Background: an optimization exercise with open tools, aiming at small area and a short achievable clock period. Do not read the settings as production practice.
In this exercise RTL edits were held to simulation tests only and were not proved equivalent to the original.

==> trial 63 <==
==> flow/design.v <==
package serpent_inv_pkg;
	typedef logic [128-1:0] block_t;
	typedef logic [128-1:0] round_key_t;
	typedef logic [3:0] key_index_t;
	typedef logic [3:0] nibble_t;
	localparam logic [511:0] sbox_inv_table = {
		64'h241a7bc58fe9d603,  
		64'hb8c27e940635d1af,  
		64'h0ac7356bed1492f8,  
		64'h1df46bc2e79a3805,  
		64'h1f842c53d6eb7a90,  
		64'h7a85d63021eb4f9c,  
		64'h0ad1974b3c6fe285,  
		64'h289f74e1c56a0b3d  
	};
	function automatic block_t inv_lt_a(input block_t s);
		logic [31:0] a, b, c, d;
		{d, c, b, a} = s;
		c = {c[21:0], c[31:22]} ^ d ^ {b[24:0], 7'h0};
		a = {a[4:0], a[31:5]} ^ b ^ d;
		inv_lt_a = {d, c, b, a};
	endfunction
	function automatic block_t inv_lt_b(input block_t s);
		logic [31:0] a, b, c, d;
		{d, c, b, a} = s;
		d = {d[6:0], d[31:7]} ^ c ^ {a[28:0], 3'h0};
		b = {b[0], b[31:1]} ^ a ^ c;
		c = {c[2:0], c[31:3]};
		a = {a[12:0], a[31:13]};
		inv_lt_b = {d, c, b, a};
	endfunction
endpackage
`timescale 1ns/1ps
module sbox_inv_layer #(
	parameter int SBOX_INDEX = 7
) (
	input  serpent_inv_pkg::block_t state_in,
	output serpent_inv_pkg::block_t state_out
);
	localparam int W = 32;
	localparam logic [63:0] T = serpent_inv_pkg::sbox_inv_table[64*SBOX_INDEX +: 64];
	for (genvar i = 0; i < W; i++)
	begin : gen_col
		logic [3:0] col_in;
		logic [3:0] col_out;
		assign col_in = {state_in[3*W + i], state_in[2*W + i], state_in[W + i], state_in[i]};
		always_comb
		begin
			col_out = 4'h0;
			for (int n = 0; n < 16; n++)
			begin
				if (col_in == 4'(n))
				begin
					col_out = T[4*n +: 4];
				end
			end
		end
		assign {state_out[3*W + i], state_out[2*W + i], state_out[W + i], state_out[i]} = col_out;
	end
endmodule
`timescale 1ns/1ps
module round_key_store (
	input  logic       clk,
	input  logic       arst_n,
	input  logic       key_we,
	input  serpent_inv_pkg::key_index_t key_index,
	input  serpent_inv_pkg::round_key_t key_data,
	output logic [9*128-1:0] keys
);
	logic [9-1:0] written;
	always_ff @(posedge clk or negedge arst_n)
	begin
		if (!arst_n)
		begin
			written <= '0;
		end
		else if (key_we && key_index < 9)
		begin
			written[key_index] <= 1'b1;
		end
	end
	for (genvar i = 0; i < 9; i++)
	begin : gen_entry
		serpent_inv_pkg::round_key_t value;
		always_ff @(posedge clk)
		begin
			if (key_we && key_index == 4'(i))
			begin
				value <= key_data;
			end
		end
		assign keys[i*128 +: 128] = value & {128{written[i]}};
	end
endmodule
`timescale 1ns/1ps
module serpent_inv_top (
	input  logic       clk,
	input  logic       arst_n,
	input  logic       in_valid,
	input  serpent_inv_pkg::block_t     in_block,
	input  logic       key_we,
	input  serpent_inv_pkg::key_index_t key_index,
	input  serpent_inv_pkg::round_key_t key_data,
	output logic       out_valid,
	output serpent_inv_pkg::block_t     out_block
);
	localparam int BW = 128;
	localparam int NS = 31;
	localparam logic [NS-1:0] CUTS = 31'b1010101010101010101010101010100;
	logic [9*BW-1:0] keys;
	round_key_store round_key_store_inst (
		.clk       (clk),
		.arst_n    (arst_n),
		.key_we    (key_we),
		.key_index (key_index),
		.key_data  (key_data),
		.keys      (keys)
	);
	logic [NS:0][BW-1:0] past;
	logic [NS-1:0][BW-1:0] at;
	logic [NS:0]         past_v;
	assign past[0]   = in_block;
	assign past_v[0] = in_valid;
	for (genvar i = 0; i < NS; i++)
	begin : gen_step
		localparam int KIND = (i == 0) ? 0 : (i == 1) ? 3 : (i == 2) ? 0 :
			((i - 3) % 4 == 0) ? 1 : ((i - 3) % 4 == 1) ? 2 : ((i - 3) % 4 == 2) ? 3 : 0;
		localparam int NUM = (i == 0) ? 8 : (i < 3) ? 7 : 6 - (i - 3) / 4;
		if (KIND == 0)
		begin : g_key
			assign at[i] = past[i] ^ keys[NUM*BW +: BW];
		end
		else if (KIND == 1)
		begin : g_lta
			assign at[i] = serpent_inv_pkg::inv_lt_a(past[i]);
		end
		else if (KIND == 2)
		begin : g_ltb
			assign at[i] = serpent_inv_pkg::inv_lt_b(past[i]);
		end
		else
		begin : g_sbox
			sbox_inv_layer #(
				.SBOX_INDEX(NUM)
			) sbox_inst (
				.state_in  (past[i]),
				.state_out (at[i])
			);
		end
		if (CUTS[i])
		begin : g_reg
			logic [BW-1:0] q;
			logic          qv;
			always_ff @(posedge clk or negedge arst_n)
			begin
				if (!arst_n)
				begin
					qv <= 1'b0;
				end
				else
				begin
					qv <= past_v[i];
				end
			end
			always_ff @(posedge clk)
			begin
				q <= at[i];
			end
			assign past[i+1]   = q;
			assign past_v[i+1] = qv;
		end
		else
		begin : g_wire
			assign past[i+1]   = at[i];
			assign past_v[i+1] = past_v[i];
		end
	end
	assign out_valid = past_v[NS];
	assign out_block = past[NS];
endmodule
==> flow/flow/run.sh <==
#!/bin/bash
# Layout flow: the standard synthesis, then the combinational logic of
# that netlist re-mapped by ABC with an area-oriented script (registers,
# their names and cell types untouched), then the standard layout.
set -euo pipefail
W=$PWD
R=$W/orfs/results/$FLOW_PLATFORM/serpent_inv_top/base
LIB=$FLOW_HOME/platforms/$FLOW_PLATFORM/lib/sky130_fd_sc_hd__tt_025C_1v80.lib

bash standard.sh synth > $W/std_synth.log 2>&1
cp $R/1_2_yosys.v $W/std_1_2_yosys.v

cat > $W/remap.ys <<EOT
read_liberty -ignore_miss_func $LIB
read_verilog $W/std_1_2_yosys.v
hierarchy -top $FLOW_TOP
setattr -mod -set keep_hierarchy 1 sky130_fd_sc_hd__df* sky130_fd_sc_hd__edf*
flatten
opt_clean
techmap
opt -fast
abc -script $W/flow/remap.abc -liberty $LIB $(cat $W/flow/dontuse.txt)
opt_clean -purge
hilomap -singleton -hicell sky130_fd_sc_hd__conb_1 HI -locell sky130_fd_sc_hd__conb_1 LO
splitnets
opt_clean -purge
delete sky130_fd_sc_hd__*
read_liberty -lib -ignore_miss_func $LIB
tee -o $W/remap_stat.txt stat -liberty $LIB
check -assert
write_verilog -noattr -noexpr -nohex -nodec $W/remap_1_2_yosys.v
EOT
yosys -l $W/remap.log -q $W/remap.ys > /dev/null 2>&1

# hand the re-mapped netlist to the standard flow in place of its own
cp $W/remap_1_2_yosys.v $R/1_2_yosys.v
touch $R/1_2_yosys.v
bash standard.sh finish > $W/std_layout.log 2>&1
==> flow/flow/dontuse.txt <==
-dont_use sky130_fd_sc_hd__lpflow_bleeder_1 -dont_use sky130_fd_sc_hd__lpflow_clkbufkapwr_1 -dont_use sky130_fd_sc_hd__lpflow_clkbufkapwr_16 -dont_use sky130_fd_sc_hd__lpflow_clkbufkapwr_2 -dont_use sky130_fd_sc_hd__lpflow_clkbufkapwr_4 -dont_use sky130_fd_sc_hd__lpflow_clkbufkapwr_8 -dont_use sky130_fd_sc_hd__lpflow_clkinvkapwr_1 -dont_use sky130_fd_sc_hd__lpflow_clkinvkapwr_16 -dont_use sky130_fd_sc_hd__lpflow_clkinvkapwr_2 -dont_use sky130_fd_sc_hd__lpflow_clkinvkapwr_4 -dont_use sky130_fd_sc_hd__lpflow_clkinvkapwr_8 -dont_use sky130_fd_sc_hd__lpflow_decapkapwr_12 -dont_use sky130_fd_sc_hd__lpflow_decapkapwr_3 -dont_use sky130_fd_sc_hd__lpflow_decapkapwr_4 -dont_use sky130_fd_sc_hd__lpflow_decapkapwr_6 -dont_use sky130_fd_sc_hd__lpflow_decapkapwr_8 -dont_use sky130_fd_sc_hd__lpflow_inputiso0n_1 -dont_use sky130_fd_sc_hd__lpflow_inputiso0p_1 -dont_use sky130_fd_sc_hd__lpflow_inputiso1n_1 -dont_use sky130_fd_sc_hd__lpflow_inputiso1p_1 -dont_use sky130_fd_sc_hd__lpflow_inputisolatch_1 -dont_use sky130_fd_sc_hd__lpflow_isobufsrc_1 -dont_use sky130_fd_sc_hd__lpflow_isobufsrc_16 -dont_use sky130_fd_sc_hd__lpflow_isobufsrc_2 -dont_use sky130_fd_sc_hd__lpflow_isobufsrc_4 -dont_use sky130_fd_sc_hd__lpflow_isobufsrc_8 -dont_use sky130_fd_sc_hd__lpflow_isobufsrckapwr_16 -dont_use sky130_fd_sc_hd__lpflow_lsbuf_lh_hl_isowell_tap_1 -dont_use sky130_fd_sc_hd__lpflow_lsbuf_lh_hl_isowell_tap_2 -dont_use sky130_fd_sc_hd__lpflow_lsbuf_lh_hl_isowell_tap_4 -dont_use sky130_fd_sc_hd__lpflow_lsbuf_lh_isowell_4 -dont_use sky130_fd_sc_hd__lpflow_lsbuf_lh_isowell_tap_1 -dont_use sky130_fd_sc_hd__lpflow_lsbuf_lh_isowell_tap_2 -dont_use sky130_fd_sc_hd__lpflow_lsbuf_lh_isowell_tap_4 -dont_use sky130_fd_sc_hd__probe_p_8 -dont_use sky130_fd_sc_hd__probec_p_8 
==> flow/flow/remap.abc <==
strash
dch -f
map -a
topo
==> flow/standard.sh <==
#!/bin/bash
# synth_recipe.tcl (not shown) runs the flow's synth.tcl, then flattens the netlist and writes it again
# the make line also repeats each setting of config.mk as NAME=value (left out here)
make -C /OpenROAD-flow-scripts/flow DESIGN_CONFIG=/design/flow/config.mk WORK_HOME=/design/flow/orfs CLKGATE_MAP_FILE= SYNTH_SCRIPT=/design/flow/synth_recipe.tcl "${@:-finish}"
==> flow/config.mk <==
export PLATFORM = sky130hd
export DESIGN_NAME = serpent_inv_top
export DESIGN_NICKNAME = serpent_inv_top
export VERILOG_FILES = /design/flow/design.v
export SDC_FILE = /design/flow/constraint.sdc
export NUM_CORES = 4
export LEC_CHECK = 0
export CAP_MARGIN = 20
export CORE_MARGIN = 2
export CORE_UTILIZATION = 45
export CTS_CLUSTER_DIAMETER = 100
export CTS_CLUSTER_SIZE = 30
export SETUP_SLACK_MARGIN = 1.6
export SLEW_MARGIN = 20
==> flow/constraint.sdc <==
create_clock -name core_clock -period 3.7 [get_ports {clk}]
set_input_delay 0.7400 -clock core_clock [delete_from_list [all_inputs] [get_ports {clk}]]
set_output_delay 0.7400 -clock core_clock [all_outputs]
set_load 0.01 [all_outputs]
==> trial 24 (differences from trial 63) <==
==> flow/design.v, changed modules only <==
module round_key_store (
	input  logic       clk,
	input  logic       arst_n,
	input  logic       key_we,
	input  serpent_inv_pkg::key_index_t key_index,
	input  serpent_inv_pkg::round_key_t key_data,
	output logic [9*128-1:0] keys
);
	logic [9-1:0] written;
	always_ff @(posedge clk or negedge arst_n)
	begin
		if (!arst_n)
		begin
			written <= '0;
		end
		else if (key_we && key_index < 9)
		begin
			written[key_index] <= 1'b1;
		end
	end
	for (genvar i = 0; i < 9; i++)
	begin : gen_entry
		serpent_inv_pkg::round_key_t value;
		if (i == 9 - 1)
		begin : g_reset
			always_ff @(posedge clk or negedge arst_n)
			begin
				if (!arst_n)
				begin
					value <= '0;
				end
				else if (key_we && key_index == 4'(i))
				begin
					value <= key_data;
				end
			end
			assign keys[i*128 +: 128] = value;
		end
		else
		begin : g_flag
			always_ff @(posedge clk)
			begin
				if (key_we && key_index == 4'(i))
				begin
					value <= key_data;
				end
			end
			assign keys[i*128 +: 128] = value & {128{written[i]}};
		end
	end
endmodule
--- a/flow/flow/run.sh
+++ b/flow/flow/run.sh
@@ -37,2 +37,4 @@
 touch $R/1_2_yosys.v
+# more rounds of antenna repair after detailed routing than the default 5
+echo "export MAX_REPAIR_ANTENNAS_ITER_DRT = 12" >> $W/config.mk
 bash standard.sh finish > $W/std_layout.log 2>&1
--- a/flow/config.mk
+++ b/flow/config.mk
@@ -9,6 +9,7 @@
 export CORE_MARGIN = 2
-export CORE_UTILIZATION = 45
-export CTS_CLUSTER_DIAMETER = 100
-export CTS_CLUSTER_SIZE = 30
-export SETUP_SLACK_MARGIN = 1.6
+export CORE_UTILIZATION = 55
+export CTS_CLUSTER_DIAMETER = 80
+export CTS_CLUSTER_SIZE = 22
+export SETUP_SLACK_MARGIN = 1.5
 export SLEW_MARGIN = 20
+export MAX_REPAIR_ANTENNAS_ITER_DRT = 12
==> trial 58 (differences from trial 63) <==
==> flow/design.v, changed modules only <==
module round_key_store (
	input  logic       clk,
	input  logic       arst_n,
	input  logic       key_we,
	input  serpent_inv_pkg::key_index_t key_index,
	input  serpent_inv_pkg::round_key_t key_data,
	output logic [9*128-1:0] keys
);
	logic [9-1:0] written;
	always_ff @(posedge clk or negedge arst_n)
	begin
		if (!arst_n)
		begin
			written <= '0;
		end
		else if (key_we && key_index < 9)
		begin
			written[key_index] <= 1'b1;
		end
	end
	for (genvar i = 0; i < 9; i++)
	begin : gen_entry
		serpent_inv_pkg::round_key_t value;
		if (i == 9 - 1)
		begin : g_reset
			always_ff @(posedge clk or negedge arst_n)
			begin
				if (!arst_n)
				begin
					value <= '0;
				end
				else if (key_we && key_index == 4'(i))
				begin
					value <= key_data;
				end
			end
			assign keys[i*128 +: 128] = value;
		end
		else
		begin : g_flag
			always_ff @(posedge clk)
			begin
				if (key_we && key_index == 4'(i))
				begin
					value <= key_data;
				end
			end
			assign keys[i*128 +: 128] = value & {128{written[i]}};
		end
	end
endmodule
--- a/flow/flow/run.sh
+++ b/flow/flow/run.sh
@@ -37,2 +37,4 @@
 touch $R/1_2_yosys.v
+# more rounds of antenna repair after detailed routing than the default 5
+echo "export MAX_REPAIR_ANTENNAS_ITER_DRT = 12" >> $W/config.mk
 bash standard.sh finish > $W/std_layout.log 2>&1
--- a/flow/config.mk
+++ b/flow/config.mk
@@ -10,5 +10,6 @@
 export CORE_UTILIZATION = 45
-export CTS_CLUSTER_DIAMETER = 100
-export CTS_CLUSTER_SIZE = 30
-export SETUP_SLACK_MARGIN = 1.6
+export CTS_CLUSTER_DIAMETER = 80
+export CTS_CLUSTER_SIZE = 22
+export SETUP_SLACK_MARGIN = 1.5
 export SLEW_MARGIN = 20
+export MAX_REPAIR_ANTENNAS_ITER_DRT = 12
==> trial 88 (differences from trial 63) <==
==> flow/design.v, changed modules only <==
module round_key_store (
	input  logic       clk,
	input  logic       arst_n,
	input  logic       key_we,
	input  serpent_inv_pkg::key_index_t key_index,
	input  serpent_inv_pkg::round_key_t key_data,
	output logic [9*128-1:0] keys
);
	logic [9-1:0] written;
	always_ff @(posedge clk or negedge arst_n)
	begin
		if (!arst_n)
		begin
			written <= '0;
		end
		else if (key_we && key_index < 9)
		begin
			written[key_index] <= 1'b1;
		end
	end
	for (genvar i = 0; i < 9; i++)
	begin : gen_entry
		serpent_inv_pkg::round_key_t value;
		if (i == 9 - 1)
		begin : g_reset
			always_ff @(posedge clk or negedge arst_n)
			begin
				if (!arst_n)
				begin
					value <= '0;
				end
				else if (key_we && key_index == 4'(i))
				begin
					value <= key_data;
				end
			end
			assign keys[i*128 +: 128] = value;
		end
		else
		begin : g_flag
			always_ff @(posedge clk)
			begin
				if (key_we && key_index == 4'(i))
				begin
					value <= key_data;
				end
			end
			assign keys[i*128 +: 128] = value & {128{written[i]}};
		end
	end
endmodule
--- a/flow/config.mk
+++ b/flow/config.mk
@@ -10,5 +10,5 @@
 export CORE_UTILIZATION = 45
-export CTS_CLUSTER_DIAMETER = 100
-export CTS_CLUSTER_SIZE = 30
-export SETUP_SLACK_MARGIN = 1.6
+export CTS_CLUSTER_DIAMETER = 80
+export CTS_CLUSTER_SIZE = 22
+export SETUP_SLACK_MARGIN = 1.5
 export SLEW_MARGIN = 20
==> comparison <==
Critical path depth is the same in trial 58 and trial 88. Synthesized cell count is the same in trial 58 and trial 24. In global-route usage, trial 58 and trial 88 do not differ. Trial 24 finished with timing, DRC and antenna clean. Trial 63 finished with antenna rules left. Trial 88 finished but fails on antenna rules. Trial 58 ran to the end with no violations.
==> figures <==
	trial 63	trial 88	trial 24	trial 58
Result of the run	failed layout checks	failed layout checks	no timing/DRC/antenna violations	no timing/DRC/antenna violations
Layout check failures	antenna rules	antenna rules	-	-
Clock transition at the register clock pins on the worst setup and hold paths after CTS	0.10 ns	0.09 ns	0.09 ns	0.09 ns
Core box area	0.288 mm^2	0.288 mm^2	0.235 mm^2	0.288 mm^2
Sequential share of cell area	0.505	0.500	0.501	0.500
Setup Slack @ Placement	0.606 ns	0.500 ns	0.500 ns	0.500 ns
Drt via density	5.47	5.45	5.77	5.44
End of the worst register-to-register path	gen_step[2].g_reg.q[86]	gen_step[16].g_reg.q[113]	gen_step[12].g_reg.q[121]	gen_step[16].g_reg.q[113]
Layout cell share with drive strength beyond 1	0.0699	0.0622	0.0571	0.0622
Area of combinational cells with multiple inputs	0.0533 mm^2	0.0534 mm^2	0.0534 mm^2	0.0534 mm^2
Number of clock buffers inserted by TritonCTS	135	180	166	180
Crit share post-route	0.594	0.603	0.611	0.603

-- separate check: timing with driven ports --
The results above use ideal ports. As a check the final layouts listed here were re-extracted and re-timed, cells and wires unchanged.
Step 1 assumes that a clkbuf_16 drives the clock port and a buf_2 every other input.
Step 2 moves the port delays by t, midway between the first and last clock arrival at a register: inputs arrive t later, outputs are due t later. That takes back most of the time a late clock gives input paths.
Slacks: ideal ports / drivers / drivers and shift; pairs: ideal ports / drivers.
| run | shift t [ns] | slack for setup (ns) | hold WS [ns] | worst setup path after step 2 | worst data-port slew with drivers (ns) |
|---|---|---|---|---|---|
| trial 63 | 0.972 | 1.503 / 1.462 / 0.719 | 0.284 / 0.210 / 0.355 | input to register | 0.09 |
| trial 24 | 0.974 | 1.441 / 1.412 / 0.586 | 0.321 / 0.231 / 0.354 | input to register | 0.15 |
| trial 58 | 0.987 | 1.469 / 1.455 / 0.608 | 0.295 / 0.216 / 0.346 | input to register | 0.17 |
| trial 88 | 0.987 | 1.469 / 1.455 / 0.608 | 0.295 / 0.216 / 0.346 | input to register | 0.17 |
